From an optimization exercise on the open Yosys and OpenROAD flow, aimed at small area, a short achievable clock period and few clock cycles per item; shortcuts taken in it are not production practice.
In this exercise RTL edits were held to simulation tests only and were not proved equivalent to the original.

==> run F <==
==> flow/design.v <==
package spmf_pkg;
	localparam int LEVELS      = 5;
	localparam int LEVEL_DEPTH = 16;
	localparam int PAYLOAD_W   = 16;
	localparam logic [2:0] ST_PUSHED   = 3'd0;
	localparam logic [2:0] ST_BAD_PRIO = 3'd1;
	localparam logic [2:0] ST_FULL     = 3'd2;
	localparam logic [2:0] ST_POPPED   = 3'd3;
	localparam logic [2:0] ST_EMPTY    = 3'd4;
	localparam int RES_W = 22;
endpackage
module spmf_ctrl (
	input  logic        clk,
	input  logic        arst_n,
	input  logic [7:0]  prio,
	input  logic        busy_nx,   
	output logic        ready,
	output logic [4:0]  lvl        
);
	always_comb begin
		for (int l = 0; l < 5; l++) begin
			lvl[l] = (prio == 8'(l + 1));
		end
	end
	logic stall_q;
	always_ff @(posedge clk or negedge arst_n) begin
		if (!arst_n) begin
			stall_q <= 1'b0;
		end else begin
			stall_q <= busy_nx;
		end
	end
	assign ready = !stall_q;
endmodule
module spmf_ram (
	input  logic        clk,
	input  logic        arst_n,
	input  logic        push,
	input  logic        pop,
	input  logic [15:0] wdata,
	output logic        nonempty,
	output logic        nonempty_nx,
	output logic        full,
	output logic [15:0] rdata
);
	logic [15:0] mem_q [16];
	logic [15:0] ptr_q;
	logic        ne_q;
	always_ff @(posedge clk) begin
		if (push) begin
			mem_q[0] <= wdata;
			for (int i = 1; i < 16; i++) begin
				mem_q[i] <= mem_q[i-1];
			end
		end
	end
	always_ff @(posedge clk or negedge arst_n) begin
		if (!arst_n) begin
			ptr_q <= '0;
			ne_q  <= 1'b0;
		end else if (push) begin
			ptr_q <= {ptr_q[14:0], !ne_q};
			ne_q  <= 1'b1;
		end else if (pop) begin
			ptr_q <= {1'b0, ptr_q[15:1]};
			ne_q  <= !ptr_q[0];
		end
	end
	assign nonempty    = ne_q;
	assign nonempty_nx = push || (ne_q && !(pop && ptr_q[0]));
	assign full     = ptr_q[15];
	always_comb begin
		rdata = '0;
		for (int i = 0; i < 16; i++) begin
			rdata = rdata | (mem_q[i] & {16{ptr_q[i]}});
		end
	end
endmodule
module spmf_dpath (
	input  logic                        clk,
	input  logic                        arst_n,
	input  logic                        exec,
	input  logic                        cmd_pop,
	input  logic [4:0]                  cmd_lvl,
	input  logic [15:0]                 cmd_pay,
	output logic [spmf_pkg::RES_W-1:0]  res
);
	logic [4:0]  ne;
	logic [4:0]  ne_nx;
	logic [4:0]  first_nx;
	logic [4:0]  first_q;
	logic        found_q;
	logic [4:0]  fl;
	logic [15:0] rd [5];
	logic [4:0]  first;    
	logic [4:0]  push;
	logic [4:0]  pop;
	logic        found;
	logic        lvl_full;
	logic        bad;
	logic [15:0] pop_pay;
	logic [2:0]  pop_lvl;
	always_comb begin
		for (int l = 0; l < 5; l++) begin
			first_nx[l] = ne_nx[l];
			for (int k = 0; k < l; k++) begin
				if (ne_nx[k]) first_nx[l] = 1'b0;
			end
		end
	end
	always_ff @(posedge clk or negedge arst_n) begin
		if (!arst_n) begin
			first_q <= '0;
			found_q <= 1'b0;
		end else begin
			first_q <= first_nx;
			found_q <= |ne_nx;
		end
	end
	assign first    = first_q;
	assign found    = found_q;
	assign bad      = ~|cmd_lvl;
	assign lvl_full = |(cmd_lvl & fl);
	assign push     = (exec && !cmd_pop) ? (cmd_lvl & ~fl) : 5'd0;
	assign pop      = (exec && cmd_pop) ? first : 5'd0;
	for (genvar l = 0; l < 5; l++) begin : g_lvl
		spmf_ram u_lvl (
			.clk      (clk),
			.arst_n   (arst_n),
			.push     (push[l]),
			.pop      (pop[l]),
			.wdata    (cmd_pay),
			.nonempty (ne[l]),
			.nonempty_nx (ne_nx[l]),
			.full     (fl[l]),
			.rdata    (rd[l])
		);
	end
	always_comb begin
		pop_pay = '0;
		pop_lvl = '0;
		for (int l = 0; l < 5; l++) begin
			if (first[l]) begin
				pop_pay = pop_pay | rd[l];
				pop_lvl = pop_lvl | 3'(l + 1);
			end
		end
	end
	always_comb begin
		if (cmd_pop) begin
			if (found) res = {spmf_pkg::ST_POPPED, pop_lvl, pop_pay};
			else       res = {spmf_pkg::ST_EMPTY, 19'd0};
		end else if (bad) begin
			res = {spmf_pkg::ST_BAD_PRIO, 19'd0};
		end else if (lvl_full) begin
			res = {spmf_pkg::ST_FULL, 19'd0};
		end else begin
			res = {spmf_pkg::ST_PUSHED, 19'd0};
		end
	end
endmodule
module strict_priority_multi_fifo_core (
	input  logic        clk,
	input  logic        arst_n,
	input  logic        s_tvalid,
	output logic        s_tready,
	input  logic [23:0] s_tdata,
	input  logic [0:0]  s_tuser,
	output logic        m_tvalid,
	input  logic        m_tready,
	output logic [23:0] m_tdata,
	output logic [2:0]  m_tuser
);
	localparam int RW = spmf_pkg::RES_W;
	logic [4:0]    lvl;
	logic          exec;
	logic [RW-1:0] res;
	logic          out_v_q;
	logic [RW-1:0] out_q;
	logic          sk_v_q;
	logic [RW-1:0] sk_q;
	logic          out_load;
	logic          sk_v_nx;
	assign exec     = s_tvalid && s_tready;
	assign out_load = !out_v_q || m_tready;
	assign sk_v_nx  = out_load ? 1'b0 : (sk_v_q || exec);
	spmf_ctrl u_ctrl (
		.clk     (clk),
		.arst_n  (arst_n),
		.prio    (s_tdata[7:0]),
		.busy_nx (sk_v_nx),
		.ready   (s_tready),
		.lvl     (lvl)
	);
	spmf_dpath u_dpath (
		.clk     (clk),
		.arst_n  (arst_n),
		.exec    (exec),
		.cmd_pop (s_tuser[0]),
		.cmd_lvl (lvl),
		.cmd_pay (s_tdata[23:8]),
		.res     (res)
	);
	always_ff @(posedge clk or negedge arst_n) begin
		if (!arst_n) begin
			out_v_q <= 1'b0;
			sk_v_q  <= 1'b0;
		end else begin
			if (out_load) out_v_q <= sk_v_q || exec;
			sk_v_q <= sk_v_nx;
		end
	end
	always_ff @(posedge clk) begin
		if (exec) sk_q <= res;
		if (out_load) out_q <= sk_v_q ? sk_q : res;
	end
	assign m_tvalid = out_v_q;
	assign m_tdata  = {5'd0, out_q[15:0], out_q[18:16]};
	assign m_tuser  = out_q[21:19];
endmodule
==> flow/run.sh <==
#!/bin/bash
# synth_recipe.tcl (not shown) runs the flow's synth.tcl, then flattens the netlist and writes it again
# the make line also repeats each setting of config.mk as NAME=value (left out here)
make -C /OpenROAD-flow-scripts/flow DESIGN_CONFIG=/design/flow/config.mk WORK_HOME=/design/flow/orfs CLKGATE_MAP_FILE= SYNTH_SCRIPT=/design/flow/synth_recipe.tcl finish
==> flow/config.mk <==
export PLATFORM = sky130hd
export DESIGN_NAME = strict_priority_multi_fifo_core
export DESIGN_NICKNAME = strict_priority_multi_fifo_core
export VERILOG_FILES = /design/flow/design.v
export SDC_FILE = /design/flow/constraint.sdc
export NUM_CORES = 4
export LEC_CHECK = 0
export CAP_MARGIN = 20
export CORE_MARGIN = 2
export CORE_UTILIZATION = 70
export CTS_CLUSTER_DIAMETER = 90
export CTS_CLUSTER_SIZE = 28
export SETUP_SLACK_MARGIN = 3.5
export SLEW_MARGIN = 20
==> flow/constraint.sdc <==
create_clock -name core_clock -period 6.0 [get_ports {clk}]
set_input_delay 1.2000 -clock core_clock [delete_from_list [all_inputs] [get_ports {clk}]]
set_output_delay 1.2000 -clock core_clock [all_outputs]
set_load 0.01 [all_outputs]
==> run X: changes against run F <==
==> flow/design.v, changed modules only <==
module spmf_ctrl (
	input  logic        clk,
	input  logic        arst_n,
	input  logic [7:0]  prio,
	input  logic        busy_nx,   
	output logic        ready,
	output logic [4:0]  lvl        
);
	always_comb begin
		for (int l = 0; l < 5; l++) begin
			lvl[l] = (prio == 8'(l + 1));
		end
	end
	always_ff @(posedge clk or negedge arst_n) begin
		if (!arst_n) begin
			ready <= 1'b1;
		end else begin
			ready <= !busy_nx;
		end
	end
endmodule
module spmf_ram (
	input  logic        clk,
	input  logic        arst_n,
	input  logic        push,
	input  logic        pop,
	input  logic [15:0] wdata,
	output logic        nonempty,
	output logic        full,
	output logic [15:0] rdata
);
	logic [15:0] mem_q [16];
	logic [15:0] ptr_q;
	logic        ne_q;
	always_ff @(posedge clk) begin
		if (push) begin
			mem_q[0] <= wdata;
			for (int i = 1; i < 16; i++) begin
				mem_q[i] <= mem_q[i-1];
			end
		end
	end
	always_ff @(posedge clk or negedge arst_n) begin
		if (!arst_n) begin
			ptr_q <= '0;
			ne_q  <= 1'b0;
		end else if (push) begin
			ptr_q <= {ptr_q[14:0], !ne_q};
			ne_q  <= 1'b1;
		end else if (pop) begin
			ptr_q <= {1'b0, ptr_q[15:1]};
			ne_q  <= !ptr_q[0];
		end
	end
	assign nonempty = ne_q;
	assign full     = ptr_q[15];
	always_comb begin
		rdata = '0;
		for (int i = 0; i < 16; i++) begin
			rdata = rdata | (mem_q[i] & {16{ptr_q[i]}});
		end
	end
endmodule
module spmf_dpath (
	input  logic                        clk,
	input  logic                        arst_n,
	input  logic                        exec,
	input  logic                        cmd_pop,
	input  logic [4:0]                  cmd_lvl,
	input  logic [15:0]                 cmd_pay,
	output logic [spmf_pkg::RES_W-1:0]  res
);
	logic [4:0]  ne;
	logic [4:0]  fl;
	logic [15:0] rd [5];
	logic [4:0]  first;    
	logic [4:0]  push;
	logic [4:0]  pop;
	logic        found;
	logic        lvl_full;
	logic        bad;
	logic [15:0] pop_pay;
	logic [2:0]  pop_lvl;
	always_comb begin
		for (int l = 0; l < 5; l++) begin
			first[l] = ne[l];
			for (int k = 0; k < l; k++) begin
				if (ne[k]) first[l] = 1'b0;
			end
		end
	end
	assign found    = |ne;
	assign bad      = ~|cmd_lvl;
	assign lvl_full = |(cmd_lvl & fl);
	assign push     = (exec && !cmd_pop) ? (cmd_lvl & ~fl) : 5'd0;
	assign pop      = (exec && cmd_pop) ? first : 5'd0;
	for (genvar l = 0; l < 5; l++) begin : g_lvl
		spmf_ram u_lvl (
			.clk      (clk),
			.arst_n   (arst_n),
			.push     (push[l]),
			.pop      (pop[l]),
			.wdata    (cmd_pay),
			.nonempty (ne[l]),
			.full     (fl[l]),
			.rdata    (rd[l])
		);
	end
	always_comb begin
		pop_pay = '0;
		pop_lvl = '0;
		for (int l = 0; l < 5; l++) begin
			if (first[l]) begin
				pop_pay = pop_pay | rd[l];
				pop_lvl = pop_lvl | 3'(l + 1);
			end
		end
	end
	always_comb begin
		if (cmd_pop) begin
			if (found) res = {spmf_pkg::ST_POPPED, pop_lvl, pop_pay};
			else       res = {spmf_pkg::ST_EMPTY, 19'd0};
		end else if (bad) begin
			res = {spmf_pkg::ST_BAD_PRIO, 19'd0};
		end else if (lvl_full) begin
			res = {spmf_pkg::ST_FULL, 19'd0};
		end else begin
			res = {spmf_pkg::ST_PUSHED, 19'd0};
		end
	end
endmodule
--- a/flow/config.mk
+++ b/flow/config.mk
@@ -7,8 +7,6 @@
 export LEC_CHECK = 0
 export CAP_MARGIN = 20
 export CORE_MARGIN = 2
-export CORE_UTILIZATION = 70
-export CTS_CLUSTER_DIAMETER = 90
-export CTS_CLUSTER_SIZE = 28
+export CORE_UTILIZATION = 55
 export SETUP_SLACK_MARGIN = 3.5
 export SLEW_MARGIN = 20
==> run M: changes against run F <==
==> flow/design.v, changed modules only <==
module spmf_ctrl (
	input  logic        clk,
	input  logic        arst_n,
	input  logic [7:0]  prio,
	input  logic        busy_nx,   
	output logic        ready,
	output logic [4:0]  lvl        
);
	always_comb begin
		for (int l = 0; l < 5; l++) begin
			lvl[l] = (prio == 8'(l + 1));
		end
	end
	always_ff @(posedge clk or negedge arst_n) begin
		if (!arst_n) begin
			ready <= 1'b1;
		end else begin
			ready <= !busy_nx;
		end
	end
endmodule
module spmf_ram (
	input  logic        clk,
	input  logic        arst_n,
	input  logic        push,
	input  logic        pop,
	input  logic [15:0] wdata,
	output logic        nonempty,
	output logic        full,
	output logic [15:0] rdata
);
	logic [15:0] mem_q [16];
	logic [15:0] ptr_q;
	logic        ne_q;
	always_ff @(posedge clk) begin
		if (push) begin
			mem_q[0] <= wdata;
			for (int i = 1; i < 16; i++) begin
				mem_q[i] <= mem_q[i-1];
			end
		end
	end
	always_ff @(posedge clk or negedge arst_n) begin
		if (!arst_n) begin
			ptr_q <= '0;
			ne_q  <= 1'b0;
		end else if (push) begin
			ptr_q <= {ptr_q[14:0], !ne_q};
			ne_q  <= 1'b1;
		end else if (pop) begin
			ptr_q <= {1'b0, ptr_q[15:1]};
			ne_q  <= !ptr_q[0];
		end
	end
	assign nonempty = ne_q;
	assign full     = ptr_q[15];
	always_comb begin
		rdata = '0;
		for (int i = 0; i < 16; i++) begin
			rdata = rdata | (mem_q[i] & {16{ptr_q[i]}});
		end
	end
endmodule
module spmf_dpath (
	input  logic                        clk,
	input  logic                        arst_n,
	input  logic                        exec,
	input  logic                        cmd_pop,
	input  logic [4:0]                  cmd_lvl,
	input  logic [15:0]                 cmd_pay,
	output logic [spmf_pkg::RES_W-1:0]  res
);
	logic [4:0]  ne;
	logic [4:0]  fl;
	logic [15:0] rd [5];
	logic [4:0]  first;    
	logic [4:0]  push;
	logic [4:0]  pop;
	logic        found;
	logic        lvl_full;
	logic        bad;
	logic [15:0] pop_pay;
	logic [2:0]  pop_lvl;
	always_comb begin
		for (int l = 0; l < 5; l++) begin
			first[l] = ne[l];
			for (int k = 0; k < l; k++) begin
				if (ne[k]) first[l] = 1'b0;
			end
		end
	end
	assign found    = |ne;
	assign bad      = ~|cmd_lvl;
	assign lvl_full = |(cmd_lvl & fl);
	assign push     = (exec && !cmd_pop) ? (cmd_lvl & ~fl) : 5'd0;
	assign pop      = (exec && cmd_pop) ? first : 5'd0;
	for (genvar l = 0; l < 5; l++) begin : g_lvl
		spmf_ram u_lvl (
			.clk      (clk),
			.arst_n   (arst_n),
			.push     (push[l]),
			.pop      (pop[l]),
			.wdata    (cmd_pay),
			.nonempty (ne[l]),
			.full     (fl[l]),
			.rdata    (rd[l])
		);
	end
	always_comb begin
		pop_pay = '0;
		pop_lvl = '0;
		for (int l = 0; l < 5; l++) begin
			if (first[l]) begin
				pop_pay = pop_pay | rd[l];
				pop_lvl = pop_lvl | 3'(l + 1);
			end
		end
	end
	always_comb begin
		if (cmd_pop) begin
			if (found) res = {spmf_pkg::ST_POPPED, pop_lvl, pop_pay};
			else       res = {spmf_pkg::ST_EMPTY, 19'd0};
		end else if (bad) begin
			res = {spmf_pkg::ST_BAD_PRIO, 19'd0};
		end else if (lvl_full) begin
			res = {spmf_pkg::ST_FULL, 19'd0};
		end else begin
			res = {spmf_pkg::ST_PUSHED, 19'd0};
		end
	end
endmodule
--- a/flow/config.mk
+++ b/flow/config.mk
@@ -7,8 +7,6 @@
 export LEC_CHECK = 0
 export CAP_MARGIN = 20
 export CORE_MARGIN = 2
-export CORE_UTILIZATION = 70
-export CTS_CLUSTER_DIAMETER = 90
-export CTS_CLUSTER_SIZE = 28
-export SETUP_SLACK_MARGIN = 3.5
+export CORE_UTILIZATION = 40
+export SETUP_SLACK_MARGIN = 3.2
 export SLEW_MARGIN = 20
==> comparison table <==
item	run M	run F	run X
Iteration-0 DRC Markers	4,781	5,154	5,078
Met3 track demand over resource in global routing	4.660%	7.264%	6.476%
Core Util, Final	51.61%	80.81%	72.40%
HPWL after DPL	78.49 mm	73.64 mm	79.86 mm
Non-clock buffer count	443	367	527
Number of cells on the critical path	13	10	9
Capturing element of the worst setup path	u_dpath.g_lvl[1].u_lvl.mem_q[5][9]$_DFFE_PP_	u_dpath.found_q$_DFF_PN0_	u_dpath.g_lvl[1].u_lvl.mem_q[4][13]$_DFFE_PP_
Share of the synthesized area in compound gates (AO/OA/AOI/OAI)	12.15%	13.28%	12.15%
Largest net degree at the start of global routing	67	62	52
Number of antenna violations at the first check in global routing	10	7	11
Deepest level of the CTS H-tree	4	2	4
Number of clock sinks	1,412	1,417	1,412
Hold wc startpoint	u_dpath.g_lvl[0].u_lvl.mem_q[11][15]$_DFFE_PP_	u_dpath.g_lvl[0].u_lvl.mem_q[12][9]$_DFFE_PP_	u_dpath.g_lvl[0].u_lvl.mem_q[6][1]$_DFFE_PP_
Drt pass-1 iters	6	19	7
Number of buffer and inverter stages on the critical path	9	5	5
Tapcells	1,662	959	1,254
Placed instance area	54,140 um2	53,420 um2	53,860 um2
Number of flip-flops and latches	1,412	1,417	1,412
Status	finished clean	finished clean	finished clean
Effective utilization at floorplan	40.30%	70.75%	55.32%
DP Cell Count	4,422	3,642	4,036
Share of the final layout cell area in multi-input gates	14.09%	15.14%	14.63%
Vertical extent of the die	362.5 um	275.8 um	309.7 um
Buffers inserted by post-CTS timing repair	124	65	107
Critical path data required time	6.49 ns	6.54 ns	6.46 ns
Startpoint of the lowest-slack register-to-register path	u_dpath.g_lvl[4].u_lvl.ptr_q[11]$_DFFE_PN0P_	u_ctrl.stall_q$_DFF_PN0_	u_dpath.g_lvl[1].u_lvl.ptr_q[5]$_DFFE_PN0P_
Layout cells sized above 1	22.85%	17.60%	27.60%
Testbench counts of run F, summed over its fixed seeds: cycles 12,008, items 12,000.
Testbench counts of run X, summed over its fixed seeds: cycles 12,008, items 12,000.
Testbench counts of run M, summed over its fixed seeds: cycles 12,008, items 12,000.

-- separate check: timing with driven ports --
The results above use ideal ports. As a check the final layouts listed here were re-extracted and re-timed, cells and wires unchanged. Step 1: set_driving_cell puts a clkbuf_16 on clk and a buf_2 on each other input, an assumption about the parent block. Step 2 adds t to the input delays and takes it off the output delays; t is the mean of the earliest and latest rising clock arrival at the registers after step 1. Input paths then give back, and output paths get back, about the clock's delay inside the block. Slacks: no drivers / after step 1 / after step 2; pairs: no drivers / after step 1.
| run | shift t [ns] | setup WS [ns] | worst setup path at the end | latest minus earliest clock arrival (ns) | slew at the worst register clock pin (ns) |
|---|---|---|---|---|---|
| run F | 0.731 | 3.353 / 3.313 / 2.676 | input to register | 0.033 / 0.034 | 0.12 / 0.12 |
| run X | 0.822 | 3.123 / 3.166 / 2.344 | input to register | 0.052 / 0.052 | 0.07 / 0.07 |
| run M | 0.831 | 2.950 / 2.987 / 2.156 | input to register | 0.030 / 0.030 | 0.07 / 0.07 |
After both steps setup and hold are still met in every run listed. The setup slack of run M, which loses most, moves by +0.037 ns with the drivers and by -0.794 ns with both steps.
